Source: an optimization exercise on an open RTL-to-GDS flow (aim: small area, a short achievable clock period and few clock cycles per item). Production flows keep margins and buffers that such runs may drop.
Where RTL was checked, it was by simulation tests only, not by an equivalence proof against the original.
No functional check of the RTL was part of runs 1 to 4, 9 and 10.

## flow/design.v (module list and top-level ports; edited modules follow where they fit)
// module mult_mac16: 1326 lines
// module div_serial: 112 lines
// module div_step: 13 lines
// module multdiv_fast: 66 lines
module multdiv_fast (
	input  logic                  clk_i,
	input  logic                  rst_ni,
	input  logic                  mult_en_i,
	input  logic                  div_en_i,
	input  logic [1:0]            op_i,
	input  logic [1:0]            signed_mode_i,
	input  logic [32-1:0]   op_a_i,
	input  logic [32-1:0]   op_b_i,
	output logic [32-1:0]   result_o,
	output logic                  valid_o
);
  // ...
==> flow/flow/run.sh <==
#!/bin/bash
# The standard layout (standard.sh), with one change: the port buffers
# that buffer_ports inserts are buf_4 cells rather than its default pick, a
# slow delay buffer. Each tool's output goes to standard.log here.
set -euo pipefail
cd "$(dirname "$0")/.."
export BUFFER_PORTS_ARGS="-buffer_cell sky130_fd_sc_hd__buf_4"
bash standard.sh > standard.log 2>&1
==> flow/standard.sh <==
#!/bin/bash
# synth_recipe.tcl (not shown) runs the flow's synth.tcl, then flattens the netlist and writes it again
# the make line also repeats each setting of config.mk as NAME=value (left out here)
make -C /OpenROAD-flow-scripts/flow DESIGN_CONFIG=/design/flow/config.mk WORK_HOME=/design/flow/orfs CLKGATE_MAP_FILE= SYNTH_SCRIPT=/design/flow/synth_recipe.tcl "${@:-finish}"
==> flow/config.mk <==
export PLATFORM = sky130hd
export DESIGN_NAME = multdiv_fast
export DESIGN_NICKNAME = multdiv_fast
export VERILOG_FILES = /design/flow/design.v
export SDC_FILE = /design/flow/constraint.sdc
export NUM_CORES = 4
export LEC_CHECK = 0
export CAP_MARGIN = 20
export CORE_MARGIN = 5
export CORE_UTILIZATION = 35
export PLACE_DENSITY = 0.55
export SLEW_MARGIN = 20
export SYNTH_HIERARCHICAL = 1
==> flow/constraint.sdc <==
create_clock -name core_clock -period 12.0 [get_ports {clk_i}]
set_input_delay 2.4000 -clock core_clock [delete_from_list [all_inputs] [get_ports {clk_i}]]
set_output_delay 2.4000 -clock core_clock [all_outputs]
set_load 0.01 [all_outputs]
==> results.toml, run 1 <==
[outcome]
outcome = "finished clean"

[clocking]
ctsRootBufferMaster = "clkbuf_16"
htree_levels = 3
clock_sinks = 103

[layout]
layout_common_cells = "buf_4 (591), inv_1 (514), nor2_1 (503), xnor2_1 (375), nand2_1 (325)"
nFlopsAndLatches = 103
layout-drive-gt1-share_pct = 16.7
fin_area_um2 = 43900
layout_commonest_cell = "buf_4"

[yosys]
synth_area_per_cell_um2 = 7.72

[floorplan]
rows = 121

[routing]
routed_wl_mm = 173
drtAntennaViolNets = 0

[timing]
post-route-period-util_pct = 98.2
timing.hold.ws_ns = 0.615
final.min_clock_period_ns = 11.78

[placed_design]
dp_hpwl_mm = 139
dpl_worst_slack_ns = -0.0147
place_area_um2 = 43300

[global_route]
grt_usage_pct = 28.1

[setup_path]
endpoint = "result_o[23]"
worstSetupStartpointType = "flop"
==> run 2, diff against run 1 <==
--- a/flow/design.v
+++ b/flow/design.v
@@ -1296,34 +1296,21 @@
 	assign sum_a[47] = c558;
 	assign sum_b[47] = s559;
 	assign sum_a[48] = c560;
 	assign sum_b[48] = s561;
 	assign sum_a[49] = c562;
 	assign sum_b[49] = s563;
 	assign sum_a[50] = c564;
 	assign sum_b[50] = s565;
-	logic [W-1:0] kg [7];
-	logic [W-1:0] kp [7];
-	always_comb begin
-		kg[0] = sum_a & sum_b;
-		kp[0] = sum_a ^ sum_b;
-		for (int l = 0; l < 6; l++) begin
-			for (int i = 0; i < W; i++) begin
-				if (i >= (1 << l)) begin
-					kg[l+1][i] = kg[l][i] | (kp[l][i] & kg[l][i - (1 << l)]);
-					kp[l+1][i] = kp[l][i] & kp[l][i - (1 << l)];
-				end else begin
-					kg[l+1][i] = kg[l][i];
-					kp[l+1][i] = kp[l][i];
-				end
-			end
-		end
-	end
-	assign mac_res = kp[0] ^ {kg[6][W-2:0], 1'b0};
+	md_add51 u_add (
+		.a_i (sum_a),
+		.b_i (sum_b),
+		.s_o (mac_res)
+	);
 	logic sel_p0l, sel_p0h, sel_p1l, sel_p1h;
 	assign sel_p0l = en_i & ~pass_q &  is_mull;
 	assign sel_p0h = en_i & ~pass_q & ~is_mull;
 	assign sel_p1l = en_i &  pass_q &  is_mull;
 	assign sel_p1h = en_i &  pass_q & ~is_mull;
 	assign result_o = ({32{sel_p0l}} & mac_res[31:0])
 		| ({32{sel_p0h}} & {{13{mac_res[W-1]}}, mac_res[W-1:32]})
 		| ({32{sel_p1l}} & {mac_res[13:0], acc_q[17:0]})
@@ -1334,16 +1321,41 @@
 			pass_q <= 1'b0;
 		end else if (en_i) begin
 			pass_q <= ~(fits_b | pass_q);
 		end
 	end
 	assign acc_d  = mac_res;
 	assign acc_we = en_i & ~pass_q;
 endmodule
+module md_add51 (
+	input  logic [50:0] a_i,
+	input  logic [50:0] b_i,
+	output logic [50:0] s_o
+);
+	localparam int W = 51;
+	logic [W-1:0] kg [7];
+	logic [W-1:0] kp [7];
+	always_comb begin
+		kg[0] = a_i & b_i;
+		kp[0] = a_i ^ b_i;
+		for (int l = 0; l < 6; l++) begin
+			for (int i = 0; i < W; i++) begin
+				if (i >= (1 << l)) begin
+					kg[l+1][i] = kg[l][i] | (kp[l][i] & kg[l][i - (1 << l)]);
+					kp[l+1][i] = kp[l][i] & kp[l][i - (1 << l)];
+				end else begin
+					kg[l+1][i] = kg[l][i];
+					kp[l+1][i] = kp[l][i];
+				end
+			end
+		end
+	end
+	assign s_o = kp[0] ^ {kg[6][W-2:0], 1'b0};
+endmodule
 `timescale 1ns/1ps
 module div_serial (
 	input  logic                  clk_i,
 	input  logic                  rst_ni,
 	input  logic                  en_i,
 	input  multdiv_pkg::md_req_t  req_i,
 	input  logic [63:0]           shr_q,     
 	output logic [63:0]           step_d,    
==> run 2 against run 1 <==
- clock skew grew 0.00083 ns
- global-route usage down 0.13 points
- still clean on timing, DRC and antenna
- core utilization down 0.31 points
- critical path type is now input pin to primary output
- worst hold slack better by 0.0084 ns
- sequential share of layout area barely moved
- non-clock buffer count is 5 lower
- register-to-register slack better by 0.05 ns
- die area increased by 0.92%
- critical path depth is 13 lower
- fmax about the same
- count of clock-buffer cells in the layout stayed put
- cell area up 0.47%
==> results.toml, run 2 <==
[outcome]
outcome = "finished clean"

[setup_path]
reg2reg_depth = 51
cp_max_fo = 24
r2r_slack_ns = 0.43
end_kind = "primary output"
worstSetupStartpointType = "input pin"
rr_endpoint = "shr_q[30]"
r2r_start = "shr_q[0]"
slowest_delay_ns = 0.60
cp.arrival_ns = 9.38
required_ns = 9.60
critical_path_class = "input pin to primary output"
cpMaxStageDelayCell = "fa_1"

[floorplan]
start_util_pct = 35.2
die_w_um = 343
ios = 105
rows = 122
die-area_um2 = 118000
coreArea_um2 = 111000
die_h_um = 343

[global_route]
first_global_vias = 36939
antenna_found_initial = 7
grt_start_max_net_pins = 85
busiest_layer = "met2"
grt_pass1_wl_mm = 250
grt_usage_pct = 28.0
use_met3_pct = 3.67
met2_usage_pct = 43.5
grt-ovfl-total = 0
gr-usage-met1_pct = 39.5

[clocking]
cts_buffer_depth = 2
ctsRootBufferMaster = "clkbuf_16"
clk_latency_ns = 0.39
tritoncts = "built"
clock_sinks = 103
ctsHoldBuffers = 0
htree_levels = 3
numCtsBuffers = 9
clk_pin_slew_ns = 0.09

[layout]
top_regs = "shr_q: 62 flops, u_div.den_q: 35 flops, u_div.cnt_q: 4 flops"
postLayoutCoreUtil_pct = 39.9
largest_register_ffs = 62
layout_common_cells = "buf_4 (572), inv_1 (479), nand2_1 (392), nor2_1 (351), xnor2_1 (349)"
nets = 5679
layout-drive-gt1-share_pct = 18.1
area_growth_pct = 13.5
top_register = "shr_q"
fin_area_um2 = 44100
layout_commonest_cell = "buf_4"

[placed_design]
gp_congestion = 0.996
place_area_um2 = 43500
dpl_worst_slack_ns = -0.224
dp_hpwl_mm = 141
portBuffers = 104

[timing]
clock.fmax_mhz = 84.9
post-route-period-util_pct = 98.2
fin_skew_ns = 0.0143
postLayoutSetupSlackWorst_ns = 0.217
timing.hold.ws_ns = 0.623
final.min_clock_period_ns = 11.78
setup_tns_ns = 0
worstMarginPinSlew_ns = 1.11
slew_violations = 0
finalSetupViolations = 0
maxSlewHeadroom_pct = 25.6
finalHoldViolCount = 0

[yosys]
syn_inst = 4919
synth_area_per_cell_um2 = 7.90
ys_warn_count = 15
syn-cell-area_um2 = 38900

[routing]
drc = 0
drtIter0Drc = 4489
vias_per_cell = 5.93
drtAntennaViolNets = 0
routed_wl_mm = 172
via_count = 39342
routedWlPerCell_um = 26.0
drt-pass1-iter-count = 6

[worst_hold_path]
hold_depth = 1
holdCritPathClass = "flop to flop"
whs_endpoint = "u_div.cnt_q[0]"
min_from = "u_div.cnt_q[0]"

[run]
cap_violations = 0
-- run 2: changes by cell type in the layout (fill, tap and decap cells not counted), moves of 42 or more --
cell / before / now
o21ai_1: 5 / 47
o21ai_0: 274 / 225
a221oi_1: 163 / 49
nor2_1: 503 / 351
nand2_1: 325 / 392
o221ai_1: 10 / 102
a22oi_1: 50 / 144
a221o_1: 95 / 22
-- run 2: worst max-delay path: cells and delay by family --
family / cells / cell delay (ns)
buffers and inverters: 8 / 1.26
adder cells (fa/ha/maj): 5 / 2.37
AND/OR/NAND/NOR: 5 / 0.99
AO/OA/AOI/OAI: 9 / 1.96
multiplexers: 1 / 0.34
-- run 2: timing repair --
item	CTS	global route
buffers inserted	0	15
setup endpoints to repair	30	52
endpoints found under the hold margin	0	0
pin swaps	0	7
gates cloned	0	2
gates resized for setup	5	32
-- run 2: cell type report --
type	instances	area, um2
clock inverter	7	77.6
inverter	484	1840
multi-input combinational	3937	32200
fill	11516	66400
sequential	103	3090
timing repair buffer	600	4850
antenna	8	20.0
tap	1488	1860
clock buffer	9	225
-- run 2: metrics by stage --
step | std cells
after floorplan | 4924
after global placement | 6595
after detailed placement | 6595
after CTS | 6611
after global routing | 6628
final | 6636
-- run 2: per-layer routing --
layer / wire length (um) / part of all wire [%]
met4: 8270 / 4.8
met3: 15600 / 9.1
met1: 73800 / 43
met2: 74700 / 43
met5: 27 / 0.016
-- run 2: worst max path at each step --
stage / from / slack, ns / cells past startpoint / to
finish: op_b_i[5] / 0.22 / 28 / result_o[12]
global placement: shr_q[0] / -0.18 / 49 / shr_q[31]
global route: shr_q[0] / -0.02 / 51 / shr_q[15]
floorplan: op_b_i[17] / 1.08 / 25 / result_o[28]
detailed placement: shr_q[0] / -0.22 / 49 / shr_q[30]
CTS: shr_q[0] / 0.06 / 50 / shr_q[6]
==> run 3, diff against run 2 <==
--- a/flow/config.mk
+++ b/flow/config.mk
@@ -9,5 +9,6 @@
 export CORE_MARGIN = 5
 export CORE_UTILIZATION = 35
 export PLACE_DENSITY = 0.55
+export SETUP_SLACK_MARGIN = 0.5
 export SLEW_MARGIN = 20
 export SYNTH_HIERARCHICAL = 1
==> run 3 against run 2 <==
- still clean
- synthesized area is the same
- global-route usage grew 0.28 points
- via count grew 1.1%
- non-clock buffer count grew 57
- worst hold slack gained 0.0028 ns
- first-iteration DRC count grew 2.0%
- sequential share of layout area shrank 0.24 points
- die area is the same
- critical path type unchanged
- critical endpoint is now result_o[17]
==> results.toml, run 3 <==
[routing]
via_count = 39784
drtIter0Drc = 4577
drtAntennaViolNets = 0
vias_per_cell = 5.94
drc = 0
routedWlPerCell_um = 26.4
drt-pass1-iter-count = 6
routed_wl_mm = 177

[layout]
nets = 5739
regArea_um2 = 3090
multi_input_area_um2 = 33000
fin_cells = 6695
layout_commonest_cell = "buf_4"
top_register = "shr_q"
layout-drive-gt1-share_pct = 21.1
fillers = 11394
area_growth_pct = 17.6
largest_register_ffs = 62
layout_common_cells = "buf_4 (598), inv_1 (476), nand2_1 (391), nor2_1 (349), xnor2_1 (343)"
top_regs = "shr_q: 62 flops, u_div.den_q: 35 flops, u_div.cnt_q: 4 flops"

[setup_path]
required_ns = 9.60
end_kind = "primary output"
cp_max_fo = 12
worstSetupStartpointType = "input pin"
critical_path_class = "input pin to primary output"
cp.arrival_ns = 8.99

[clocking]
tritoncts = "built"
clock_sinks = 103
ctsHoldBuffers = 0
cts_buffer_depth = 2
clk_latency_ns = 0.40
htree_levels = 3
clk_pin_slew_ns = 0.09
numCtsBuffers = 9
ctsRootBufferMaster = "clkbuf_16"

[run]
cap_violations = 0

[floorplan]
die_h_um = 343
rows = 122
start_util_pct = 35.2
coreArea_um2 = 111000
ios = 105
die-area_um2 = 118000
die_w_um = 343

[global_route]
grt-ovfl-total = 0
grt_usage_pct = 28.3
grt_pass1_wl_mm = 252
antenna_found_initial = 7
first_global_vias = 37180
grt_start_max_net_pins = 85

[timing]
fin_skew_ns = 0.0145
worstMarginPinSlew_ns = 1.19
finalSetupViolations = 0
clock.fmax_mhz = 87.8
maxSlewHeadroom_pct = 19.6
setup_tns_ns = 0
rsz0062_at_grt = "yes"
post-route-period-util_pct = 94.9
final.min_clock_period_ns = 11.39
finalHoldViolCount = 0
slew_violations = 0

[worst_hold_path]
holdCritPathClass = "flop to flop"

[outcome]
outcome = "finished clean"

[yosys]
syn_inst = 4919
syn-cell-area_um2 = 38900
ys_warn_count = 15
synth_area_per_cell_um2 = 7.90

[placed_design]
dp_hpwl_mm = 141
dp_cells = 6595
gp_congestion = 0.996
portBuffers = 104
## run 3: timing repair
action,in CTS,in global routing
setup endpoints to repair,61,64
pin swaps,29,75
setup buffers,26,39
endpoints found under the hold margin,0,0
resized for setup,51,163
gates cloned,3,9
## run 3: path summary, 6_finish.rpt
path | start | end | slack (ns) | cells after the start
max | op_b_i[21] | result_o[17] | 0.61 | 26
min | u_div.cnt_q[0] | u_div.cnt_q[0] | 0.63 | 1
max reg2reg | shr_q[0] | shr_q[29] | 0.82 | 49
min reg2reg | u_div.cnt_q[0] | u_div.cnt_q[0] | 0.63 | 1
max in group asynchronous | rst_ni | u_div.busy_q | 10.13 | 1
min in group asynchronous | rst_ni | u_mult.pass_q | 1.77 | 1
## run 3: layer usage
layer / GRT usage, % / routed length, um
met1: 39.8 / 74700
met2: 44.3 / 76900
met3: 3.57 / 15700
met4: 10.6 / 9410
met5: 0 / 13
## run 3: stage by stage
| step | hold slack [ns] | util, % | setup WS [ns] | instance area [um2] |
|---|---|---|---|---|
| floorplan | 0.579 | - | 1.08 | 38900 |
| global placement | 0.605 | 39.3 | -0.183 | 43400 |
| detailed placement | 0.605 | 39.3 | -0.224 | 43500 |
| CTS | 0.619 | 40.1 | 0.485 | 44400 |
| global route | 0.690 | 41.3 | 0.405 | 45700 |
| finish | 0.626 | 41.4 | 0.612 | 45700 |
## run 3: critical path, stage by stage
cell and delay (ns):
buf_4 0.18, mux2i_4 0.10, buf_12 0.17, buf_4 0.15, buf_4 0.18, nor2_1 0.51, o21ai_0 0.16, a221o_1 0.41
ha_1 0.23, fa_1 0.54, inv_1 0.05, fa_1 0.48, fa_1 0.49, ha_1 0.48, a21o_1 0.23, a21o_1 0.17
a21oi_1 0.36, o21ai_0 0.28, a21oi_1 0.16, o21ai_0 0.10, a31oi_1 0.19, xnor2_1 0.16, a22oi_1 0.20, nand2_1 0.09
or2_1 0.33, buf_4 0.18
## run 3: area by class of cell
cell class	instances	share of cell area [%]
clock inverter	7	0.170
inverter	484	4.04
clock buffer	9	0.493
timing repair buffer	657	12.2
sequential	103	6.76
multi-input combinational	3940	72.2
tap	1488	4.07
antenna	7	0.0383
==> run 4, diff against run 3 <==
--- a/flow/config.mk
+++ b/flow/config.mk
@@ -9,6 +9,6 @@
 export CORE_MARGIN = 5
 export CORE_UTILIZATION = 35
 export PLACE_DENSITY = 0.55
-export SETUP_SLACK_MARGIN = 0.5
+export SETUP_SLACK_MARGIN = 1.0
 export SLEW_MARGIN = 20
 export SYNTH_HIERARCHICAL = 1
==> run 4 against run 3 <==
- still clean
- cell area up 6.3%
- fmax up 1.5%
- non-clock buffer count up 105
- synthesized area unchanged
- setup slack better by 0.17 ns
- routed wire length up 2.1%
- via count up 2.5%
- critical path type unchanged
- critical endpoint is now result_o[28]
==> results.toml, run 4 <==
[global_route]
antenna_found_initial = 6
grt-ovfl-total = 0
grt_usage_pct = 29.1
first_global_vias = 38257
grt_start_max_net_pins = 85
grt_pass1_wl_mm = 259

[setup_path]
slowest_delay_ns = 0.58
critPathBufInv = 9
critical_path_class = "input pin to primary output"
critPathTopFamily = "adder cells"
required_ns = 9.60
cp.arrival_ns = 8.82
end_kind = "primary output"
worstSetupStartpointType = "input pin"
path_common_cell = "fa_1"
cp_max_fo = 6
r2r_slack_ns = 0.81
cpMaxStageDelayCell = "fa_1"

[layout]
layout_commonest_cell = "buf_4"
layout-drive-gt1-share_pct = 26.8
postLayoutCoreUtil_pct = 44.0
area_growth_pct = 24.9
top_register = "shr_q"
largest_register_ffs = 62
top_regs = "shr_q: 62 flops, u_div.den_q: 35 flops, u_div.cnt_q: 4 flops"
nets = 5845
layout_common_cells = "buf_4 (623), inv_1 (463), nand2_1 (376), nor2_1 (342), xnor2_1 (340)"

[yosys]
ys_warn_count = 15
syn-cell-area_um2 = 38900
synth_area_per_cell_um2 = 7.90
syn_inst = 4919

[routing]
drtIter0Drc = 4816
drc = 0
via_count = 40777
routedWlPerCell_um = 26.5
routed_wl_mm = 180
drt-pass1-iter-count = 5
drtAntennaViolNets = 0
vias_per_cell = 6.00

[outcome]
outcome = "finished clean"

[timing]
rsz0062_at_grt = "yes"
slew_violations = 0
finalSetupViolations = 0
fin_skew_ns = 0.0152
worstMarginPinSlew_ns = 1.29
maxSlewHeadroom_pct = 14.1
post-route-period-util_pct = 93.5
clock.fmax_mhz = 89.1
finalHoldViolCount = 0
timing.hold.ws_ns = 0.623
final.min_clock_period_ns = 11.22

[clocking]
ctsHoldBuffers = 0
cts_buffer_depth = 2
clock_sinks = 103
htree_levels = 3
clk_latency_ns = 0.39
tritoncts = "built"
numCtsBuffers = 9
ctsRootBufferMaster = "clkbuf_16"
clk_pin_slew_ns = 0.09

[worst_hold_path]
holdCritPathClass = "flop to flop"

[floorplan]
coreArea_um2 = 111000
ios = 105
rows = 122
die-area_um2 = 118000
die_w_um = 343
die_h_um = 343
start_util_pct = 35.2

[placed_design]
gp_congestion = 0.996
dp_hpwl_mm = 141
portBuffers = 104

[run]
cap_violations = 0
[run 4: final cells by class]
type                    instances  area, um2
well taps                    1488       1860
clock inverters                 7       77.6
fillers                     11113      61900
repair inverters                1       8.76
multi-input cells            3940      34500
clock buffers                   9        225
repair buffers                762       6970
diodes                          3       7.51
inverters                     484       1860
flip-flops and latches        103       3090
[run 4: worst paths after layout]
path                           startpoint             end  cells past startpoint
max                             op_b_i[7]    result_o[28]                     30
min                        u_div.cnt_q[0]  u_div.cnt_q[0]                      1
max reg2reg                      shr_q[0]        shr_q[6]                     51
min reg2reg                u_div.cnt_q[0]  u_div.cnt_q[0]                      1
max in group asynchronous          rst_ni   u_mult.pass_q                      1
min in group asynchronous          rst_ni    u_div.busy_q                      1
[run 4: metal layers]
metal	part of all wire (%)	GRT usage (%)	up-vias	wire length, um
li1	-	-	18292	-
met1	42	40.3	19906	75500
met2	44	45.6	2178	78500
met3	8.8	3.66	397	16000
met4	5.8	12.6	4	10500
met5	0.015	0	-	27
[run 4: what timing repair did]
action / 4_1_cts / 5_1_grt
endpoints found under the setup margin: 65 / 65
buffers inserted: 108 / 57
pin swaps: 168 / 209
cloned: 13 / 5
gates resized for setup: 348 / 282
[run 4: metrics by stage]
stage          instance area [um2]  TNS [ns]  std cells  worst slack, ns
6_report                     48600         0       6797            0.782
4_1_cts                      46700         0       6732            0.908
2_1_floorplan                38900         0       4924             1.08
5_1_grt                      48600         0       6794            0.513
3_3_place_gp                 43400     -1.28       6595           -0.183
3_5_place_dp                 43500     -1.91       6595           -0.224
==> run 5, diff against run 4 <==
--- a/flow/design.v
+++ b/flow/design.v
@@ -1339,9 +1339,9 @@
 		kp[0] = a_i ^ b_i;
 		for (int l = 0; l < 6; l++) begin
 			for (int i = 0; i < W; i++) begin
-				if (i >= (1 << l)) begin
-					kg[l+1][i] = kg[l][i] | (kp[l][i] & kg[l][i - (1 << l)]);
-					kp[l+1][i] = kp[l][i] & kp[l][i - (1 << l)];
+				if (i & (1 << l)) begin
+					kg[l+1][i] = kg[l][i] | (kp[l][i] & kg[l][((i >> l) << l) - 1]);
+					kp[l+1][i] = kp[l][i] & kp[l][((i >> l) << l) - 1];
 				end else begin
 					kg[l+1][i] = kg[l][i];
 					kp[l+1][i] = kp[l][i];
--- a/flow/config.mk
+++ b/flow/config.mk
@@ -9,6 +9,5 @@
 export CORE_MARGIN = 5
 export CORE_UTILIZATION = 35
 export PLACE_DENSITY = 0.55
-export SETUP_SLACK_MARGIN = 1.0
 export SLEW_MARGIN = 20
 export SYNTH_HIERARCHICAL = 1
==> run 5 against run 4 <==
- cell count down 6.9%
- routed wire length fell by 5.0%
- sequential cell count unchanged
- count of clock-buffer cells in the layout did not move
- critical endpoint is now result_o[30]
==> results.toml, run 5 <==
[floorplan]
die_h_um = 339
rows = 120
die-area_um2 = 115000
ios = 105
start_util_pct = 35.4
coreArea_um2 = 107000
die_w_um = 339

[clocking]
tritoncts = "built"
clock_sinks = 103
clk_pin_slew_ns = 0.08
cts_buffer_depth = 2
ctsRootBufferMaster = "clkbuf_16"
htree_levels = 3
clk_latency_ns = 0.39
ctsHoldBuffers = 0
numCtsBuffers = 9

[setup_path]
cp_max_fo = 23
critical_path_class = "input pin to primary output"
r2r_slack_ns = 0.48
r2r_start = "shr_q[0]"
cp.arrival_ns = 9.39
rr_endpoint = "shr_q[5]"
reg2reg_depth = 47
required_ns = 9.60
crit_start = "op_b_i[13]"
end_kind = "primary output"
worstSetupStartpointType = "input pin"

[layout]
area_growth_pct = 11.4
layout-drive-gt1-share_pct = 16.3
top_register = "shr_q"
layout_commonest_cell = "inv_1"
largest_register_ffs = 62
nets = 5468
layout_common_cells = "inv_1 (502), buf_4 (467), nand2_1 (414), xnor2_1 (331), a21oi_1 (307)"
postLayoutCoreUtil_pct = 39.4
top_regs = "shr_q: 62 flops, u_div.den_q: 35 flops, u_div.cnt_q: 4 flops"
fillers = 11135

[placed_design]
dp_hpwl_mm = 135
portBuffers = 104
gp_congestion = 1.01
dpl_worst_slack_ns = 0.0174

[routing]
via_count = 38500
routedWlPerCell_um = 27.1
drtIter0Drc = 4481
drc = 0
drtAntennaViolNets = 0
drt-pass1-iter-count = 7
vias_per_cell = 6.08
routed_wl_mm = 171

[worst_hold_path]
hold_depth = 1
whs_endpoint = "u_div.cnt_q[0]"
min_from = "u_div.cnt_q[0]"
holdCritPathClass = "flop to flop"

[timing]
finalHoldViolCount = 0
worstMarginPinSlew_ns = 1.03
finalSetupViolations = 0
fin_skew_ns = 0.0154
final.min_clock_period_ns = 11.79
maxSlewHeadroom_pct = 29.4
postLayoutSetupSlackWorst_ns = 0.210
slew_violations = 0
post-route-period-util_pct = 98.3
clock.fmax_mhz = 84.8

[global_route]
grt-ovfl-total = 0
first_global_vias = 36181
grt_pass1_wl_mm = 248
grt_start_max_net_pins = 81
grt_usage_pct = 28.2
antenna_found_initial = 12

[outcome]
outcome = "finished clean"

[yosys]
syn-cell-area_um2 = 38000
synth_area_per_cell_um2 = 7.92
syn_inst = 4794
ys_warn_count = 15

[run]
cap_violations = 0
-- run 5: stage by stage --
| step | cell area (um2) | hold slack [ns] | setup TNS (ns) | cells |
|---|---|---|---|---|
| finish | 42300 | 0.631 | 0 | 6331 |
| global route | 42300 | 0.672 | -0.115 | 6328 |
| CTS | 41900 | 0.624 | 0 | 6310 |
| detailed placement | 41700 | 0.609 | 0 | 6294 |
| global placement | 41700 | 0.607 | 0 | 6294 |
| floorplan | 38000 | 0.579 | 0 | 4799 |
-- run 5: metal layers --
layer	GRT usage, %	wire length, um
met1	39.9	73900
met2	43.4	73800
met3	4.72	16400
met4	9.85	7220
met5	0	45
-- run 5: timing repair --
| item | CTS | global route |
|---|---|---|
| cloned | 0 | 1 |
| setup endpoints to repair | 1 | 63 |
| buffers inserted | 0 | 17 |
| pin swaps | 0 | 6 |
| gates resized for setup | 1 | 28 |
-- run 5: worst max-delay path by stage --
stage | to | slack (ns)
2_1_floorplan | result_o[18] | 1.33
3_3_place_gp | result_o[30] | 0.07
3_5_place_dp | result_o[13] | 0.02
4_1_cts | result_o[13] | 0.002
5_1_grt | result_o[6] | -0.05
6_report | result_o[30] | 0.21
-- run 5: final cells by class --
| cell class | instances | area (um2) | area share (%) |
|---|---|---|---|
| tap | 1403 | 1760 | 4.15 |
| clock inverter | 7 | 55.1 | 0.130 |
| antenna | 3 | 7.51 | 0.0177 |
| sequential | 103 | 3090 | 7.31 |
| multi-input combinational | 3810 | 31300 | 73.9 |
| inverter | 507 | 1950 | 4.61 |
| clock buffer | 9 | 225 | 0.532 |
| timing repair buffer | 489 | 3940 | 9.32 |
-- run 5: worst max-delay path: stages --
cell      delay, ns
buf_4          0.17
xnor2_1        0.36
or2_2          0.60
o221ai_1       0.23
a21o_1         0.21
fa_1           0.53
inv_1          0.06
fa_1           0.46
fa_1           0.55
inv_1          0.06
fa_1           0.48
ha_1           0.39
a21oi_1        0.35
o21ai_0        0.24
a221oi_2       0.35
nor2_1         0.06
a21oi_1        0.23
o31ai_4        0.15
o31ai_2        0.28
xnor2_1        0.16
nand2_1        0.08
buf_4          0.21
nand3_1        0.30
or2_1          0.32
buf_4          0.14
Testbench counts of run 5, summed over its fixed seeds: cycles 6,276, items 3,200.
==> run 6, diff against run 5 <==
--- a/flow/config.mk
+++ b/flow/config.mk
@@ -7,7 +7,7 @@
 export LEC_CHECK = 0
 export CAP_MARGIN = 20
 export CORE_MARGIN = 5
-export CORE_UTILIZATION = 35
-export PLACE_DENSITY = 0.55
+export CORE_UTILIZATION = 60
+export PLACE_DENSITY = 0.8
 export SLEW_MARGIN = 20
 export SYNTH_HIERARCHICAL = 1
==> run 6 against run 5 <==
- synthesized cell count unchanged
- register-to-register slack worse by 0.11 ns
- count of clock-buffer cells in the layout unchanged
- die area down 41%
- fmax down 1.0%
- sequential cell count unchanged
- core utilization up 28 points
- critical endpoint is now result_o[23]
==> results.toml, run 6 <==
[outcome]
outcome = "finished clean"

[floorplan]
die-area_um2 = 68400
die_w_um = 262
coreArea_um2 = 62900
start_util_pct = 60.4
die_h_um = 262
rows = 92
ios = 105

[layout]
fin_area_um2 = 42100
largest_register_ffs = 62
nets = 5536
layout_commonest_cell = "buf_4"
area_growth_pct = 10.8
fillers = 5391
top_regs = "shr_q: 62 flops, u_div.den_q: 35 flops, u_div.cnt_q: 4 flops"
layout_common_cells = "buf_4 (535), inv_1 (502), nand2_1 (414), xnor2_1 (336), a21oi_1 (308)"
layout-drive-gt1-share_pct = 17.5
top_register = "shr_q"

[clocking]
clk_pin_slew_ns = 0.08
ctsRootBufferMaster = "clkbuf_16"
cts_resized = 1
numCtsBuffers = 9
cts_buffer_depth = 2
clock_sinks = 103
post_cts_buffers = 0
ctsHoldBuffers = 0
clk_latency_ns = 0.40
tritoncts = "built"
htree_levels = 3

[timing]
rsz0062_at_grt = "no"
fin_skew_ns = 0.00930
clock.fmax_mhz = 84.0
slew_violations = 0
maxSlewHeadroom_pct = 7.45
post-route-period-util_pct = 99.2
worstMarginPinSlew_ns = 1.38
finalHoldViolCount = 0
finalSetupViolations = 0
final.min_clock_period_ns = 11.91
setup_tns_ns = 0

[routing]
routed_wl_mm = 155
routedWlPerCell_um = 26.5
drtIter0Drc = 5752
drt-pass1-iter-count = 9
drc = 0
via_count = 39445
vias_per_cell = 6.75
drtAntennaViolNets = 0

[global_route]
grt-ovfl-total = 0
grt_pass1_wl_mm = 230
grt_usage_pct = 43.8
antenna_found_initial = 3
first_global_vias = 37938
grt_start_max_net_pins = 71

[setup_path]
required_ns = 9.60
critPathBufInv = 5
reg2reg_depth = 47
r2r_start = "shr_q[0]"
slowest_delay_ns = 0.96
worstSetupStartpointType = "input pin"
critPathTopFamily = "adder cells"
cp.arrival_ns = 9.51
cp.depth = 24
end_kind = "primary output"
cpMaxStageDelayCell = "xnor2_2"
critical_path_class = "input pin to primary output"
rr_endpoint = "shr_q[25]"
crit_chain = "buf_4 -> mux2i_4 -> xnor2_2 -> buf_12 -> o22ai_1 -> a21oi_1 -> fa_1 -> fa_1 -> fa_1 -> inv_1 -> fa_1 -> ha_1 -> and4_1 -> a221oi_2 -> o21ai_4 -> buf_4 -> a31o_1 -> a21o_1 -> nand4_1 -> nand4_1 -> a22oi_1 -> nand3_1 -> or2_1 -> buf_4"
r2r_slack_ns = 0.37
cp_max_fo = 12
path_common_cell = "fa_1"

[placed_design]
gp_congestion = 1.07
portBuffers = 104
dp_hpwl_mm = 122
place_area_um2 = 41700

[worst_hold_path]
min_from = "u_div.cnt_q[0]"
holdCritPathClass = "flop to flop"
whs_endpoint = "u_div.cnt_q[0]"
hold_depth = 1

[yosys]
ys_warn_count = 15
syn-cell-area_um2 = 38000
syn_inst = 4794
synth_area_per_cell_um2 = 7.92

[run]
cap_violations = 0

[power]
run 6: area by class of cell:
cell class	count	area [um2]	share of cell area (%)
clock inverter	7	80.1	0.190
multi-input combinational	3810	31200	74.2
antenna	3	7.51	0.0178
timing repair buffer	557	4460	10.6
inverter	507	1930	4.59
clock buffer	9	225	0.535
sequential	103	3090	7.34
tap	846	1060	2.52
run 6: metal layers:
| layer | track usage [%] | vias to the layer above | wire length [um] |
|---|---|---|---|
| li1 | - | 17358 | - |
| met1 | 55.4 | 18507 | 55700 |
| met2 | 66.6 | 2866 | 65900 |
| met3 | 10.1 | 714 | 19800 |
| met4 | 29.6 | 0 | 13600 |
| met5 | 0 | - | 0 |
run 6: worst max path at each step:
stage,start,endpoint,slack (ns)
6_report,op_b_i[23],result_o[23],0.09
5_1_grt,shr_q[0],shr_q[25],0.007
4_1_cts,shr_q[0],shr_q[25],0.09
3_5_place_dp,shr_q[0],shr_q[25],0.08
3_3_place_gp,op_b_i[1],result_o[11],0.24
2_1_floorplan,op_b_i[17],result_o[18],1.33
run 6: stage by stage:
| stage | hold WS [ns] | setup WS [ns] | std cells | utilization (%) |
|---|---|---|---|---|
| finish | 0.616 | 0.0905 | 5842 | 66.9 |
| global placement | 0.602 | 0.239 | 5823 | 66.3 |
| CTS | 0.619 | 0.0877 | 5839 | 66.8 |
| floorplan | 0.579 | 1.33 | 4799 | - |
| detailed placement | 0.604 | 0.0846 | 5823 | 66.3 |
| global route | 0.632 | 0.00721 | 5839 | 66.9 |
==> run 7, diff against run 6 <==
--- a/flow/config.mk
+++ b/flow/config.mk
@@ -7,7 +7,7 @@
 export LEC_CHECK = 0
 export CAP_MARGIN = 20
 export CORE_MARGIN = 5
-export CORE_UTILIZATION = 60
-export PLACE_DENSITY = 0.8
+export CORE_UTILIZATION = 45
+export PLACE_DENSITY = 0.65
 export SLEW_MARGIN = 20
 export SYNTH_HIERARCHICAL = 1
==> run 7 against run 6 <==
- still clean on timing, DRC and antenna
- die area increased by 32%
- first-iteration DRC count decreased by 11%
- synthesized cell count unchanged
- largest cell class unchanged
==> results.toml, run 7 <==
[floorplan]
die_h_um = 301
die_w_um = 301
coreArea_um2 = 83700
rows = 106
ios = 105
die-area_um2 = 90300
start_util_pct = 45.4

[timing]
fin_skew_ns = 0.0107
slew_violations = 0
final.min_clock_period_ns = 11.82
finalHoldViolCount = 0
timing.hold.ws_ns = 0.636
post-route-period-util_pct = 98.5
maxSlewHeadroom_pct = 27.5
finalSetupViolations = 0
worstMarginPinSlew_ns = 1.08
clock.fmax_mhz = 84.6

[worst_hold_path]
holdCritPathClass = "flop to flop"

[clocking]
clk_latency_ns = 0.39
ctsRootBufferMaster = "clkbuf_16"
numCtsBuffers = 9
tritoncts = "built"
clock_sinks = 103
htree_levels = 3
cts_buffer_depth = 2
clk_pin_slew_ns = 0.08
ctsHoldBuffers = 0

[routing]
routed-wl-met3_mm = 19.1
drt-pass1-iter-count = 7
routed_wl_mm = 161
via_count = 38237
dr.max_layer_used = "met5"
wl_met1_mm = 62.6
routedWlPerCell_um = 26.8
vias_per_cell = 6.38
drtIter0Drc = 5101
wl_met2_mm = 68.7
drc = 0
drtAntennaViolNets = 0

[setup_path]
worstSetupStartpointType = "input pin"
required_ns = 9.60
crit_chain = "buf_4 -> mux2i_4 -> buf_4 -> buf_4 -> xor2_1 -> o221ai_1 -> ha_1 -> inv_1 -> fa_1 -> fa_1 -> fa_1 -> inv_1 -> fa_1 -> ha_1 -> a21oi_1 -> o21ai_0 -> nand2_1 -> nand3_2 -> a41o_1 -> fa_1 -> a22oi_1 -> nand3_1 -> or2_1 -> buf_4"
cp.arrival_ns = 9.42
critical_path_class = "input pin to primary output"
slowest_delay_ns = 0.63
path_common_cell = "fa_1"
cpMaxStageDelayCell = "fa_1"
cp_max_fo = 11
end_kind = "primary output"

[global_route]
grt_pass1_wl_mm = 236
grt-ovfl-total = 0
antenna_found_initial = 3
grt_usage_pct = 34.1
grt_start_max_net_pins = 78
first_global_vias = 36091

[placed_design]
dp_hpwl_mm = 127
gp_congestion = 1.02
portBuffers = 104
dp_cells = 5976

[layout]
top_regs = "shr_q: 62 flops, u_div.den_q: 35 flops, u_div.cnt_q: 4 flops"
regArea_um2 = 3090
multi_input_area_um2 = 31200
fin_cells = 5997
largest_register_ffs = 62
top_register = "shr_q"
layout_common_cells = "inv_1 (502), nand2_1 (414), buf_4 (399), xnor2_1 (337), a21oi_1 (308)"
fillers = 8349
layout-drive-gt1-share_pct = 15.1
area_growth_pct = 9.23
layout_commonest_cell = "inv_1"
nets = 5403

[yosys]
syn_inst = 4794
ys_warn_count = 15
syn-cell-area_um2 = 38000
synth_area_per_cell_um2 = 7.92

[outcome]
outcome = "finished clean"

[run]
cap_violations = 0
run 7: cell types whose count changed in the layout (fill, tap and decap cells not counted), sizes merged:
cell      before  now
clkinv         4    2
inv          509  508
clkinvlp       0    2
xnor2        346  347
buf          557  423
bufinv         1    2
run 7: timing repair:
item / in CTS / in global routing
resized for setup: 0 / 21
buffers inserted: 0 / 1
endpoints found under the setup margin: 0 / 48
run 7: metal layers:
metal  GRT usage, %  vias up
li1               -    17070
met1           45.4    18300
met2           52.4     2414
met3           7.25      451
met4           16.9        2
met5              0        -
run 7: stage by stage:
| step | setup slack (ns) | utilization (%) | TNS, ns | instance area, um2 |
|---|---|---|---|---|
| after detailed placement | 0.181 | 49.0 | 0 | 41000 |
| final | 0.179 | 49.6 | 0 | 41500 |
| after global placement | 0.288 | 49.0 | 0 | 41000 |
| after floorplan | 1.33 | - | 0 | 38000 |
| after global routing | -0.00565 | 49.6 | -0.00565 | 41500 |
| after CTS | 0.0849 | 49.4 | 0 | 41300 |
run 7: worst paths after layout:
path / endpoint / slack (ns) / start / depth (start not counted)
max reg2reg: shr_q[29] / 0.36 / shr_q[0] / 47
min reg2reg: shr_q[59] / 0.64 / shr_q[55] / 1
max in group asynchronous: u_div.busy_q / 10.13 / rst_ni / 1
min in group asynchronous: u_mult.pass_q / 1.77 / rst_ni / 1
max: result_o[18] / 0.18 / op_b_i[1] / 24
min: shr_q[59] / 0.64 / shr_q[55] / 1
run 7: area by class of cell:
| cell class | count | share of cell area, % |
|---|---|---|
| clock inverters | 7 | 0.148 |
| repair buffers | 423 | 8.38 |
| clock buffers | 9 | 0.543 |
| flip-flops and latches | 103 | 7.45 |
| multi-input cells | 3811 | 75.3 |
| inverters | 507 | 4.75 |
| diodes | 3 | 0.0181 |
| well taps | 1134 | 3.42 |
run 7: critical path, delay by kind of cell:
family | cells | cell delay (ns)
XOR/XNOR | 1 | 0.20
buffers and inverters | 6 | 0.99
AND/OR/NAND/NOR | 4 | 0.62
adder cells (fa/ha/maj) | 7 | 3.31
AO/OA/AOI/OAI | 5 | 1.46
multiplexers | 1 | 0.39
==> run 8, diff against run 7 <==
--- a/flow/config.mk
+++ b/flow/config.mk
@@ -6,6 +6,8 @@
 export NUM_CORES = 4
 export LEC_CHECK = 0
 export CAP_MARGIN = 20
+export CELL_PAD_IN_SITES_DETAIL_PLACEMENT = 0
+export CELL_PAD_IN_SITES_GLOBAL_PLACEMENT = 0
 export CORE_MARGIN = 5
 export CORE_UTILIZATION = 45
 export PLACE_DENSITY = 0.65
==> run 8 against run 7 <==
- core utilization unchanged
- worst hold slack unchanged
- non-clock buffer count unchanged
- highest routed layer unchanged
- clock skew unchanged
- via count unchanged
==> results.toml, run 8 <==
[outcome]
outcome = "finished clean"

[floorplan]
die-area_um2 = 90300
start_util_pct = 45.4
die_w_um = 301
ios = 105
die_h_um = 301
rows = 106
coreArea_um2 = 83700

[setup_path]
endpoint = "result_o[18]"
path_common_cell = "fa_1"
cpMaxStageDelayCell = "fa_1"
required_ns = 9.60
end_kind = "primary output"
rr_endpoint = "shr_q[29]"
cp.arrival_ns = 9.42
r2r_start = "shr_q[0]"
critPathTopFamily = "adder cells"
crit_chain = "buf_4 -> mux2i_4 -> buf_4 -> buf_4 -> xor2_1 -> o221ai_1 -> ha_1 -> inv_1 -> fa_1 -> fa_1 -> fa_1 -> inv_1 -> fa_1 -> ha_1 -> a21oi_1 -> o21ai_0 -> nand2_1 -> nand3_2 -> a41o_1 -> fa_1 -> a22oi_1 -> nand3_1 -> or2_1 -> buf_4"
critical_path_class = "input pin to primary output"
slowest_delay_ns = 0.63
reg2reg_depth = 47
cp_max_fo = 11
cp.depth = 24
crit_start = "op_b_i[1]"
r2r_slack_ns = 0.36
worstSetupStartpointType = "input pin"
critPathBufInv = 6

[timing]
setup_tns_ns = 0
slew_violations = 0
fin_skew_ns = 0.0107
worstMarginPinSlew_ns = 1.08
final.min_clock_period_ns = 11.82
maxSlewHeadroom_pct = 27.5
clock.fmax_mhz = 84.6
finalHoldViolCount = 0
finalSetupViolations = 0
post-route-period-util_pct = 98.5

[global_route]
grt_start_max_net_pins = 78
first_global_vias = 36091
busiest_layer = "met2"
grt_pass1_wl_mm = 236
use_met3_pct = 7.25
grt-ovfl-total = 0
antenna_found_initial = 3
grt_usage_pct = 34.1
gr-usage-met1_pct = 45.4
met2_usage_pct = 52.4

[layout]
layout-drive-gt1-share_pct = 15.1
layout_common_cells = "inv_1 (502), nand2_1 (414), buf_4 (399), xnor2_1 (337), a21oi_1 (308)"
nets = 5403
top_regs = "shr_q: 62 flops, u_div.den_q: 35 flops, u_div.cnt_q: 4 flops"
fin_cells = 5997
largest_register_ffs = 62
fin_area_um2 = 41500
top_register = "shr_q"
area_growth_pct = 9.23
layout_commonest_cell = "inv_1"
postLayoutCoreUtil_pct = 49.6

[run]
cap_violations = 0

[routing]
drt-pass1-iter-count = 7
via_count = 38237
routedWlPerCell_um = 26.8
drtAntennaViolNets = 0
vias_per_cell = 6.38
routed_wl_mm = 161
drc = 0
drtIter0Drc = 5101

[placed_design]
dp_hpwl_mm = 127
place_area_um2 = 41000
dp_cells = 5976
portBuffers = 104
gp_congestion = 1.02

[yosys]
synth_area_per_cell_um2 = 7.92
syn-cell-area_um2 = 38000
ys_warn_count = 15
syn_inst = 4794

[clocking]
numCtsBuffers = 9
ctsRootBufferMaster = "clkbuf_16"
htree_levels = 3
clk_pin_slew_ns = 0.08
clock_sinks = 103
cts_buffer_depth = 2
tritoncts = "built"
clk_latency_ns = 0.39

[worst_hold_path]
holdCritPathClass = "flop to flop"
==> run 8: cell type report <==
class / count / area, um2
diodes: 3 / 7.51
clock buffers: 9 / 225
clock inverters: 7 / 61.3
fillers: 8349 / 42200
inverters: 507 / 1970
multi-input cells: 3811 / 31200
flip-flops and latches: 103 / 3090
well taps: 1134 / 1420
repair buffers: 423 / 3480
==> run 8: timing repair <==
| action | 4_1_cts | 5_1_grt |
|---|---|---|
| gates resized for setup | 0 | 21 |
| buffers inserted | 0 | 1 |
| setup endpoints to repair | 0 | 48 |
| hold buffers | 0 | 0 |
==> run 8: worst min path at each step <==
stage                        start             end  slack (ns)  cells past startpoint
finish                   shr_q[55]       shr_q[59]        0.64                      1
global route             shr_q[55]       shr_q[59]        0.67                      1
CTS                      shr_q[55]       shr_q[59]        0.64                      1
detailed placement       shr_q[55]       shr_q[59]        0.62                      1
global placement         shr_q[55]       shr_q[59]        0.61                      1
floorplan           u_div.cnt_q[0]  u_div.cnt_q[0]        0.58                      1
==> run 8: layer usage <==
layer / up-vias / part of all wire (%) / routed length [um]
met5: - / 0.0068 / 11
met4: 2 / 6.4 / 10400
met3: 451 / 12 / 19100
met2: 2414 / 43 / 68700
met1: 18300 / 39 / 62600
li1: 17070 / - / -
==> run 8: worst register-to-register path, delay by kind of cell, from the launching register on <==
family | cells | cell delay, ns
compound gates | 26 | 6.24
fa+ha+maj | 6 | 1.93
buf+inv | 7 | 0.98
flops | 1 | 0.40
mux | 4 | 1.05
simple gates | 4 | 0.89
==> run 8: through the flow <==
step	setup slack (ns)	hold slack, ns
5_1_grt	-0.00565	0.667
3_3_place_gp	0.288	0.610
2_1_floorplan	1.33	0.579
6_report	0.179	0.636
4_1_cts	0.0849	0.638
3_5_place_dp	0.181	0.618
==> module div_serial, before the edit <==
module div_serial (
	input  logic                  clk_i,
	input  logic                  rst_ni,
	input  logic                  en_i,
	input  multdiv_pkg::md_req_t  req_i,
	input  logic [63:0]           shr_q,     
	output logic [63:0]           step_d,    
	output logic [31:0]           init_d,    
	output logic                  busy_o,
	output logic [32-1:0]   result_o,
	output logic                  valid_o
);
	localparam int STEPS = 4;
	localparam int DW    = 32 + STEPS - 1;
	logic                busy_q;
	logic [3:0]          cnt_q;
	logic [31:0]         rem_q;
	logic [DW-1:0]       den_q;
	logic [31:0]         quo_q;
	assign rem_q = shr_q[31:0];
	assign quo_q = shr_q[63:32];
	logic                sign_a;
	logic                sign_b;
	logic                is_div;
	logic [31:0]         abs_a;
	logic [31:0]         abs_b;
	logic [5:0]          len_a;
	logic [5:0]          len_b;
	logic [4:0]          diff;
	logic [5:0]          shamt;
	logic [3:0]          cnt_init;
	logic                div_by_zero;
	logic                a_shorter;
	logic [31:0]         rem_n;
	logic [31:0]         quo_n;
	logic [31:0]         rem_l;
	logic [31:0]         quo_l;
	logic [31:0]         res_mag;
	logic                res_neg;
	assign is_div      = (req_i.op == multdiv_pkg::MD_OP_DIV);
	assign sign_a      = req_i.signed_mode[0] & req_i.op_a[31];
	assign sign_b      = req_i.signed_mode[1] & req_i.op_b[31];
	assign abs_a       = sign_a ? -req_i.op_a : req_i.op_a;
	assign abs_b       = sign_b ? -req_i.op_b : req_i.op_b;
	assign div_by_zero = (req_i.op_b == '0);
	always_comb begin
		len_a = '0;
		len_b = '0;
		for (int i = 0; i < 32; i++) begin
			if (abs_a[i]) len_a = 6'(i + 1);
			if (abs_b[i]) len_b = 6'(i + 1);
		end
	end
	assign a_shorter = (len_a < len_b);
	assign diff      = 5'(len_a - len_b);
	assign cnt_init  = 4'((6'(diff) + 6'd2) >> 2);
	assign shamt     = {cnt_init, 2'b01};
	logic [31:0] rem_s [STEPS+1];
	logic [STEPS-1:0] ge_s;
	assign rem_s[0] = rem_q;
	for (genvar j = 0; j < STEPS; j++) begin : g_step
		div_step #(.DW(DW)) u_step (
			.rem_i (rem_s[j]),
			.den_i (den_q >> j),
			.rem_o (rem_s[j+1]),
			.ge_o  (ge_s[STEPS-1-j])
		);
	end
	assign rem_n = rem_s[STEPS];
	assign quo_n = {quo_q[31-STEPS:0], ge_s};
	assign rem_l = rem_s[2];
	assign quo_l = {quo_q[29:0], ge_s[STEPS-1:STEPS-2]};
	assign res_neg = is_div ? (sign_a ^ sign_b) : sign_a;
	assign res_mag = is_div ? quo_l : rem_l;
	always_comb begin
		if (!en_i) begin
			result_o = '0;
		end else if (busy_q) begin
			result_o = res_neg ? -res_mag : res_mag;
		end else if (div_by_zero) begin
			result_o = is_div ? '1 : req_i.op_a;
		end else begin
			result_o = is_div ? '0 : req_i.op_a;
		end
	end
	assign valid_o = en_i & (busy_q ? (cnt_q == '0) : (div_by_zero | a_shorter));
	always_ff @(posedge clk_i or negedge rst_ni) begin
		if (!rst_ni) begin
			busy_q <= 1'b0;
		end else if (en_i) begin
			if (busy_q) begin
				busy_q <= (cnt_q != '0);
			end else begin
				busy_q <= ~(div_by_zero | a_shorter);
			end
		end
	end
	always_ff @(posedge clk_i) begin
		if (en_i) begin
			if (busy_q) begin
				cnt_q <= cnt_q - 4'd1;
				den_q <= den_q >> STEPS;
			end else begin
				cnt_q <= cnt_init;
				den_q <= DW'(abs_b) << shamt;
			end
		end
	end
	assign busy_o = busy_q;
	assign step_d = {quo_n, rem_n};
	assign init_d = abs_a;
endmodule
==> run 9, diff against run 8 <==
--- a/flow/design.v
+++ b/flow/design.v
@@ -1407,8 +1407,8 @@
 	end
 	assign a_shorter = (len_a < len_b);
 	assign diff      = 5'(len_a - len_b);
-	assign cnt_init  = 4'((6'(diff) + 6'd2) >> 2);
-	assign shamt     = {cnt_init, 2'b01};
+	assign cnt_init  = 4'((6'(diff) + 6'd1) >> 2);
+	assign shamt     = {cnt_init, 2'b10};
 	logic [31:0] rem_s [STEPS+1];
 	logic [STEPS-1:0] ge_s;
 	assign rem_s[0] = rem_q;
@@ -1422,8 +1422,8 @@
 	end
 	assign rem_n = rem_s[STEPS];
 	assign quo_n = {quo_q[31-STEPS:0], ge_s};
-	assign rem_l = rem_s[2];
-	assign quo_l = {quo_q[29:0], ge_s[STEPS-1:STEPS-2]};
+	assign rem_l = rem_s[3];
+	assign quo_l = {quo_q[28:0], ge_s[STEPS-1:STEPS-3]};
 	assign res_neg = is_div ? (sign_a ^ sign_b) : sign_a;
 	assign res_mag = is_div ? quo_l : rem_l;
 	always_comb begin
==> flow/config.mk (replaced) <==
export PLATFORM = sky130hd
export DESIGN_NAME = multdiv_fast
export DESIGN_NICKNAME = multdiv_fast
export VERILOG_FILES = /design/flow/design.v
export SDC_FILE = /design/flow/constraint.sdc
export NUM_CORES = 4
export LEC_CHECK = 0
export ABC_AREA = 1
export CAP_MARGIN = 20
export CORE_MARGIN = 5
export CORE_UTILIZATION = 35
export PLACE_DENSITY = 0.55
export SLEW_MARGIN = 20
export SYNTH_HIERARCHICAL = 1
==> run 9 against run 8 <==
- sequential share of layout area shrank 0.74 points
- cell area increased by 9.8%
- synthesized cell count grew 56%
- clock skew is 0.020 ns higher
- core utilization fell by 11 points
- non-clock buffer count down 48
- global-route usage decreased by 0.38 points
- fmax rose by 1.4%
- via count rose by 30%
- register-to-register slack gained 2.0 ns
- critical path depth rose by 8
- count of clock-buffer cells in the layout did not move
- largest cell class unchanged
==> results.toml, run 9 <==
[timing]
maxSlewHeadroom_pct = 27.7
slew_violations = 0
setup_tns_ns = 0
final.min_clock_period_ns = 11.66
finalSetupViolations = 0
post-route-period-util_pct = 97.1
clock.fmax_mhz = 85.8
worstMarginPinSlew_ns = 1.08
rsz0062_at_grt = "yes"
fin_skew_ns = 0.0309
finalHoldViolCount = 0

[routing]
routedWlPerCell_um = 24.3
drt-pass1-iter-count = 6
vias_per_cell = 5.46
drtAntennaViolNets = 0
drc = 0
via_count = 49555
routed_wl_mm = 221
drtIter0Drc = 6000

[floorplan]
ios = 105
start_util_pct = 35.3
die_w_um = 355
die_h_um = 355
coreArea_um2 = 118000
rows = 126
die-area_um2 = 126000

[setup_path]
required_ns = 9.60
worstSetupStartpointType = "input pin"
critPathBufInv = 8
end_kind = "primary output"
critPathTopFamily = "adder cells"
slowest_delay_ns = 0.66
critical_path_class = "input pin to primary output"
cp.arrival_ns = 9.26
cpMaxStageDelayCell = "fa_1"
cp_max_fo = 25
path_common_cell = "nand2_1"

[global_route]
antenna_found_initial = 11
busiest_layer = "met2"
grt_pass1_wl_mm = 316
grt-ovfl-total = 0
first_global_vias = 46292
met2_usage_pct = 53.5
gr-usage-met1_pct = 42.4
grt_start_max_net_pins = 64
grt_usage_pct = 33.7
use_met3_pct = 6.08

[worst_hold_path]
holdCritPathClass = "flop to flop"

[yosys]
synth_area_per_cell_um2 = 5.58
ys_warn_count = 15
syn-cell-area_um2 = 41800
syn_inst = 7486

[layout]
fin_cells = 9082
area_growth_pct = 9.11
top_regs = "shr_q: 61 flops, u_div.den_q: 35 flops, u_div.cnt_q: 4 flops"
largest_register_ffs = 61
fin_area_um2 = 45600
layout_commonest_cell = "nand2_1"
top_register = "shr_q"
nets = 8080
layout-drive-gt1-share_pct = 10.4
fillers = 13361
layout_common_cells = "nand2_1 (2642), inv_1 (1225), nor2_1 (744), nand3_1 (453), buf_4 (362)"

[clocking]
tritoncts = "built"
clk_latency_ns = 0.41
cts_buffer_depth = 2
htree_levels = 3
clk_pin_slew_ns = 0.09
ctsRootBufferMaster = "clkbuf_16"
numCtsBuffers = 9
ctsHoldBuffers = 0
clock_sinks = 102

[placed_design]
dp_cells = 9027
portBuffers = 104
dp_hpwl_mm = 178
place_area_um2 = 44500
gp_congestion = 1.03

[run]
cap_violations = 0

[outcome]
outcome = "finished clean"
-- run 9: cell count changes in the layout (fill, tap and decap cells not counted), sizes merged, moves of 97 or more --
cell | previous run | this run
nand3 | 73 | 468
o21ai | 271 | 368
a22oi | 153 | 5
mux2i | 128 | 10
mux2 | 132 | 0
inv | 508 | 1274
xnor2 | 347 | 53
nor2 | 301 | 790
o221ai | 100 | 0
nand2 | 415 | 2752
-- run 9: worst paths after layout --
path	slack, ns	cells after the start	from	endpoint
setup / recovery	0.34	32	op_b_i[11]	result_o[7]
min in group asynchronous	1.76	1	rst_ni	u_mult.pass_q
max in group asynchronous	10.13	1	rst_ni	u_div.busy_q
hold / removal	0.58	2	shr_q[53]	shr_q[57]
setup reg to reg	2.38	53	shr_q[14]	shr_q[27]
hold reg to reg	0.58	2	shr_q[53]	shr_q[57]
-- run 9: stage by stage --
step | util (%) | setup slack, ns | hold WS, ns
final | 38.5 | 0.343 | 0.583
after global routing | 38.5 | -0.0847 | 0.614
after CTS | 37.9 | 0.0658 | 0.591
after detailed placement | 37.6 | 0.456 | 0.562
after global placement | 37.6 | 0.434 | 0.552
after floorplan | - | 1.71 | 0.574
-- run 9: what timing repair did --
action	in CTS	in global routing
gates resized for setup	0	84
setup endpoints to repair	0	17
setup buffers	0	28
-- run 9: cell type report --
cell class	instances	area, um2	share of cell area (%)
tap	1536	1920	4.22
clock buffer	9	225	0.494
sequential	102	3060	6.71
timing repair buffer	375	2970	6.53
inverter	1297	4880	10.7
multi-input combinational	5748	32400	71.1
clock inverter	7	91.3	0.200
antenna	8	20.0	0.0439
-- run 9: worst register-to-register path, delay by kind of cell (launching register included) --
kind / cells / cell delay [ns]
buffers and inverters: 7 / 1.13
AO/OA/AOI/OAI: 5 / 0.80
flip-flops: 1 / 0.55
AND/OR/NAND/NOR: 36 / 5.18
adder cells (fa/ha/maj): 5 / 1.75
-- run 9: per-layer routing --
layer  share of wire [%]  up-vias
met5               0.029        -
met4                 8.1       10
met3                 9.7      691
met2                  43     2724
met1                  39    22964
li1                    -    23166
==> run 10, diff against run 9 <==
--- a/flow/config.mk
+++ b/flow/config.mk
@@ -10,5 +10,6 @@
 export CORE_MARGIN = 5
 export CORE_UTILIZATION = 35
 export PLACE_DENSITY = 0.55
+export SETUP_SLACK_MARGIN = 0.5
 export SLEW_MARGIN = 20
 export SYNTH_HIERARCHICAL = 1
==> run 10 against run 9 <==
- count of clock-buffer cells in the layout did not move
- via count increased by 0.67%
- worst hold slack lost 0.0013 ns
- non-clock buffer count grew 39
- critical path type unchanged
- highest routed layer unchanged
==> results.toml, run 10 <==
[outcome]
outcome = "finished clean"

[timing]
maxSlewHeadroom_pct = 16.3
clock.fmax_mhz = 88.7
finalSetupViolations = 0
postLayoutSetupSlackWorst_ns = 0.732
slew_violations = 0
final.min_clock_period_ns = 11.27
fin_skew_ns = 0.0296
rsz0062_at_grt = "yes"
finalHoldViolCount = 0
setup_tns_ns = 0
worstMarginPinSlew_ns = 1.25
post-route-period-util_pct = 93.9

[layout]
postLayoutCoreUtil_pct = 39.6
layout_common_cells = "nand2_1 (2612), inv_1 (1218), nor2_1 (741), nand3_1 (446), buf_4 (391)"
top_regs = "shr_q: 61 flops, u_div.den_q: 35 flops, u_div.cnt_q: 4 flops"
largest_register_ffs = 61
layout-drive-gt1-share_pct = 12.3
nets = 8124
top_register = "shr_q"
layout_commonest_cell = "nand2_1"
area_growth_pct = 12.1

[floorplan]
start_util_pct = 35.3
die_h_um = 355
coreArea_um2 = 118000
rows = 126
die-area_um2 = 126000
ios = 105
die_w_um = 355

[global_route]
grt_usage_pct = 33.7
busiest_layer = "met2"
grt_start_max_net_pins = 64
use_met3_pct = 6.37
first_global_vias = 46306
grt_pass1_wl_mm = 316
met2_usage_pct = 53.6
grt-ovfl-total = 0
antenna_found_initial = 13
gr-usage-met1_pct = 42.3

[setup_path]
worstSetupStartpointType = "input pin"
reg2reg_depth = 52
cp_max_fo = 25
end_kind = "primary output"
cp.arrival_ns = 8.87
critPathBufInv = 7
cp.depth = 31
required_ns = 9.60
r2r_slack_ns = 2.35
rr_endpoint = "shr_q[27]"
endpoint = "result_o[7]"
cpMaxStageDelayCell = "fa_1"
slowest_delay_ns = 0.66
critical_path_class = "input pin to primary output"
crit_start = "op_b_i[11]"
path_common_cell = "nand2_1"
critPathTopFamily = "adder cells"
r2r_start = "shr_q[13]"

[clocking]
clk_latency_ns = 0.41
clock_sinks = 102
cts_buffer_depth = 2
htree_levels = 3
clk_pin_slew_ns = 0.09
ctsRootBufferMaster = "clkbuf_16"
numCtsBuffers = 9
tritoncts = "built"

[worst_hold_path]
hold_depth = 2
holdCritPathClass = "flop to flop"

[routing]
drtIter0Drc = 5774
drt-pass1-iter-count = 9
routed_wl_mm = 223
via_count = 49885
drtAntennaViolNets = 0
vias_per_cell = 5.47
routedWlPerCell_um = 24.5
drc = 0

[placed_design]
dp_hpwl_mm = 178
dpl_worst_slack_ns = 0.456
portBuffers = 104
gp_congestion = 1.03

[yosys]
synth_area_per_cell_um2 = 5.58
ys_warn_count = 15
syn_inst = 7486
syn-cell-area_um2 = 41800

[run]
cap_violations = 0
-- run 10: layout make-up --
| type | count | area, um2 |
|---|---|---|
| inverter | 1297 | 4950 |
| tap | 1536 | 1920 |
| fill | 13236 | 71400 |
| sequential | 102 | 3060 |
| timing repair buffer | 414 | 3340 |
| multi-input combinational | 5752 | 33200 |
| antenna | 7 | 17.5 |
| clock buffer | 9 | 225 |
| timing repair inverter | 1 | 5.00 |
| clock inverter | 7 | 91.3 |
-- run 10: worst min path at each step --
stage | to | start | slack (ns)
floorplan | u_div.den_q[1] | u_div.den_q[5] | 0.57
global placement | shr_q[57] | shr_q[53] | 0.55
detailed placement | shr_q[57] | shr_q[53] | 0.56
CTS | shr_q[57] | shr_q[53] | 0.59
global route | shr_q[57] | shr_q[53] | 0.61
finish | shr_q[57] | shr_q[53] | 0.58
-- run 10: layer usage --
| layer | share of wire, % | wire (um) |
|---|---|---|
| met3 | 10 | 22300 |
| met1 | 39 | 86700 |
| met4 | 8.1 | 18100 |
| met5 | 0.027 | 60 |
| met2 | 43 | 96300 |
-- run 10: tightest hold or removal path, stage by stage, from the launching register on --
cell      delay, ns
edfxtp_1       0.35
inv_1          0.04
nor2_1         0.08
-- run 10: what timing repair did --
item / 4_1_cts / 5_1_grt
hold buffers: 0 / 0
setup buffers: 6 / 59
resized for setup: 15 / 270
setup endpoints to repair: 17 / 32
endpoints found under the hold margin: 0 / 0
gates cloned: 0 / 10
pin swaps: 3 / 49
-- run 10: per-stage QoR --
| stage | area [um2] | hold WS (ns) | cells |
|---|---|---|---|
| finish | 46800 | 0.581 | 9125 |
| global route | 46800 | 0.613 | 9118 |
| CTS | 44900 | 0.591 | 9049 |
| detailed placement | 44500 | 0.562 | 9027 |
| global placement | 44500 | 0.552 | 9027 |
| floorplan | 41800 | 0.574 | 7491 |

## re-timing with driven ports
Ports are ideal in the flow. The routed layouts listed here were re-timed in OpenROAD.
Step 1 (the two cells are an assumption about what drives the block):
set clk [get_ports {clk_i}]
set_driving_cell -lib_cell sky130_fd_sc_hd__clkbuf_16 $clk
set_driving_cell -lib_cell sky130_fd_sc_hd__buf_2 [delete_from_list [all_inputs] $clk]
Step 2 also shifts input and output timing later by t, the mid clock arrival at the registers, as if the neighbouring blocks saw the same clock.
a / b / c = no drivers / after step 1 / after step 2; a / b = the first two.
| run | t, ns | setup WS [ns] | clock arrival spread, ns |
|---|---|---|---|
| run 1 | 0.447 | 0.217 / 0.161 / 0.232 | 0.013 / 0.013 |
| run 2 | 0.436 | 0.217 / 0.153 / 0.153 | 0.014 / 0.014 |
| run 3 | 0.439 | 0.612 / 0.489 / 0.489 | 0.014 / 0.014 |
| run 4 | 0.436 | 0.782 / 0.759 / 0.759 | 0.015 / 0.015 |
| run 5 | 0.435 | 0.210 / 0.181 / 0.181 | 0.016 / 0.016 |
| run 6 | 0.443 | 0.090 / 0.063 / 0.063 | 0.009 / 0.009 |
| run 7 | 0.436 | 0.179 / 0.154 / 0.154 | 0.011 / 0.011 |
| run 8 | 0.436 | 0.179 / 0.154 / 0.154 | 0.011 / 0.011 |
| run 9 | 0.458 | 0.343 / 0.315 / 0.315 | 0.030 / 0.031 |
| run 10 | 0.461 | 0.732 / 0.682 / 0.703 | 0.030 / 0.030 |
After both steps setup and hold are still met in every run listed. The setup slack of run 3, which loses most, moves by -0.123 ns with the drivers and by -0.123 ns with both steps.
